Context: an optimization exercise on an open-source flow, tuned for small area, a short achievable clock period and few clock cycles. The choices shown serve that exercise and are no tape-out recipe.
Only simulation tests tie the RTL to the original design; equivalence was not proved.
Power figures rest on the tool's default switching activity, not on a simulated workload.

==> flow/design.v (excerpt) <==
module exe_top (
    input  logic                    clk,
    input  logic                    rst,
    input  logic                    i_valid,
    input  logic [1:0]              i_fu_sel,
    input  logic [3:0]              i_op,
    input  logic [32-1:0]    i_src_a,
    input  logic [32-1:0]    i_src_b,
    input  logic [3-1:0]   i_tag,
    input  logic [7-1:0]    i_rd,
    output logic                    o_ready,
    output logic                    o_wb_valid,
    output logic [32-1:0]    o_wb_data,
    output logic [3-1:0]   o_wb_tag,
    output logic [7-1:0]    o_wb_rd
);
    exe_stage stage_i (
        .clk        (clk),
        .rst        (rst),
        .i_valid    (i_valid),
        .i_fu_sel   (i_fu_sel),
        .i_op       (i_op),
        .i_src_a    (i_src_a),
        .i_src_b    (i_src_b),
        .i_tag      (i_tag),
        .i_rd       (i_rd),
        .o_ready    (o_ready),
        .o_wb_valid (o_wb_valid),
        .o_wb_data  (o_wb_data),
        .o_wb_tag   (o_wb_tag),
        .o_wb_rd    (o_wb_rd)
    );
endmodule
Size in the first run: roughly 7,400 cells after synthesis, ~580 flip-flops, roughly 130 I/O pins.
Settings: LEC_CHECK=0, ABC_AREA=1, CAP_MARGIN=20, CORE_MARGIN=2, CORE_UTILIZATION=55, CTS_CLUSTER_DIAMETER=80, CTS_CLUSTER_SIZE=30, SETUP_SLACK_MARGIN=5, SLEW_MARGIN=20; clock period 10.5 ns.
standard.sh (not shown) runs the stock make flow with config.mk's settings and CLKGATE_MAP_FILE= SYNTH_SCRIPT=/design/flow/synth_recipe.tcl, a recipe that flattens the netlist after the stock synthesis.
==> flow/flow/run.sh <==
#!/bin/bash
set -euo pipefail
bash standard.sh SETUP_SLACK_MARGIN=6.7 "BUFFER_PORTS_ARGS=-buffer_cell sky130_fd_sc_hd__buf_2" finish > standard_flow.log 2>&1
The starting point completed with no timing, DRC or antenna violations.
Testbench counts at the start, summed over its fixed seeds: cycles 3,662.
Change:
==> flow/run.sh (new file) <==
#!/bin/bash
# synth_recipe.tcl (not shown) runs the flow's synth.tcl, then flattens the netlist and writes it again
# the make line also repeats each setting of config.mk as NAME=value (left out here)
make -C /OpenROAD-flow-scripts/flow DESIGN_CONFIG=/design/flow/config.mk WORK_HOME=/design/flow/orfs CLKGATE_MAP_FILE= SYNTH_SCRIPT=/design/flow/synth_recipe.tcl finish
ABC_AREA = not set   (was 1)
CTS_CLUSTER_DIAMETER = not set   (was 80)
CTS_CLUSTER_SIZE = not set   (was 30)
removed: flow/flow/run.sh
removed: flow/standard.sh
Sequential cell count is unchanged; register-to-register slack is worse by 1.1 ns; routed wire length went down by 11%; area after synthesis climbs by 0.55%; cell count goes down by 12%.
Change:
==> flow/flow/run.sh (new file) <==
#!/bin/bash
set -euo pipefail
bash standard.sh SETUP_SLACK_MARGIN=6.9 "BUFFER_PORTS_ARGS=-buffer_cell sky130_fd_sc_hd__buf_2" finish > standard_flow.log 2>&1
==> flow/standard.sh (new file) <==
#!/bin/bash
# synth_recipe.tcl (not shown) runs the flow's synth.tcl, then flattens the netlist and writes it again
# the make line also repeats each setting of config.mk as NAME=value (left out here)
make -C /OpenROAD-flow-scripts/flow DESIGN_CONFIG=/design/flow/config.mk WORK_HOME=/design/flow/orfs CLKGATE_MAP_FILE= SYNTH_SCRIPT=/design/flow/synth_recipe.tcl "${@:-finish}"
ABC_AREA = 1   (was not set)
CTS_CLUSTER_DIAMETER = 80   (was not set)
CTS_CLUSTER_SIZE = 30   (was not set)
removed: flow/run.sh
After rerunning: Via count goes up by 14%. Clock power goes down by 27%. Cell count goes up by 15%.

========
exe_top, a different RTL version from the one above (not shown whole).
Size in the first run: ~6700 cells after synthesis, roughly 580 flip-flops, roughly 130 I/O pins, about 61000 um^2 of cells after synthesis.
==> flow/config.mk <==
export PLATFORM = sky130hd
export DESIGN_NAME = exe_top
export DESIGN_NICKNAME = exe_top
export VERILOG_FILES = /design/flow/design.v
export SDC_FILE = /design/flow/constraint.sdc
export NUM_CORES = 4
export LEC_CHECK = 0
export CAP_MARGIN = 20
export CORE_MARGIN = 2
export CORE_UTILIZATION = 55
export SETUP_SLACK_MARGIN = 5
export SLEW_MARGIN = 20
==> flow/constraint.sdc <==
create_clock -name core_clock -period 10.5 [get_ports {clk}]
set_input_delay 2.1000 -clock core_clock [delete_from_list [all_inputs] [get_ports {clk}]]
set_output_delay 2.1000 -clock core_clock [all_outputs]
set_load 0.01 [all_outputs]
==> flow/flow/run.sh <==
#!/bin/bash
set -euo pipefail
bash standard.sh SETUP_SLACK_MARGIN=7 finish > standard_flow.log 2>&1
The starting point ran to the end with no violations.
Testbench counts at the start, summed over its fixed seeds: cycles 3,662.
Then changed:
==> flow/run.sh (new file) <==
#!/bin/bash
# synth_recipe.tcl (not shown) runs the flow's synth.tcl, then flattens the netlist and writes it again
# the make line also repeats each setting of config.mk as NAME=value (left out here)
make -C /OpenROAD-flow-scripts/flow DESIGN_CONFIG=/design/flow/config.mk WORK_HOME=/design/flow/orfs CLKGATE_MAP_FILE= SYNTH_SCRIPT=/design/flow/synth_recipe.tcl finish
removed: flow/flow/run.sh
removed: flow/standard.sh
=>
- global-route usage falls by 2.8 points
- register-to-register slack got worse by 0.18 ns
- sequential share of layout area rises by 1.9 points
- count of clock-buffer cells in the layout rises by 6
- via count falls by 5.5%
- total power falls by 16%
- hold slack improved by 0.043 ns
- sequential power is about the same
- non-clock buffer count falls by 254
- setup slack got worse by 0.18 ns

## separate check: timing with driven ports
The results above use ideal ports. As a check the final layouts listed here were re-extracted and re-timed, cells and wires unchanged.
Step 1 sets driving cells, clkbuf_16 on the clock port and buf_2 on the other inputs (assumed; they add their load-dependent delay and slew).
Step 2 times the ports against the registers' clock, not the clock port: input delays grow and output delays shrink by t, the midpoint of the rising clock arrivals with the driver on.
a / b / c = ideal ports / drivers / drivers and shift; a / b = the first two.
run | t, ns | setup WS [ns] | worst setup path after step 2 | latest minus earliest clock arrival (ns) | cell pins on the clock port's net
the first run of note 1 | 0.756 | 6.556 / 6.556 / 5.974 | input to register | 0.049 / 0.049 | 1
the second run of note 1 | 0.758 | 5.363 / 5.422 / 4.664 | input to register | 0.056 / 0.056 | 1
the third run of note 1 | 0.748 | 6.507 / 6.522 / 5.773 | input to register | 0.052 / 0.051 | 1
the first run of note 2 | 0.753 | 5.182 / 5.182 / 5.182 | register to register | 0.047 / 0.046 | 1
the second run of note 2 | 0.754 | 5.006 / 5.006 / 4.791 | input to register | 0.051 / 0.051 | 1
After both steps every run listed still meets setup and hold. The setup slack of the third run of note 1, which loses most, moves by +0.015 ns with the drivers and by -0.734 ns with both steps.
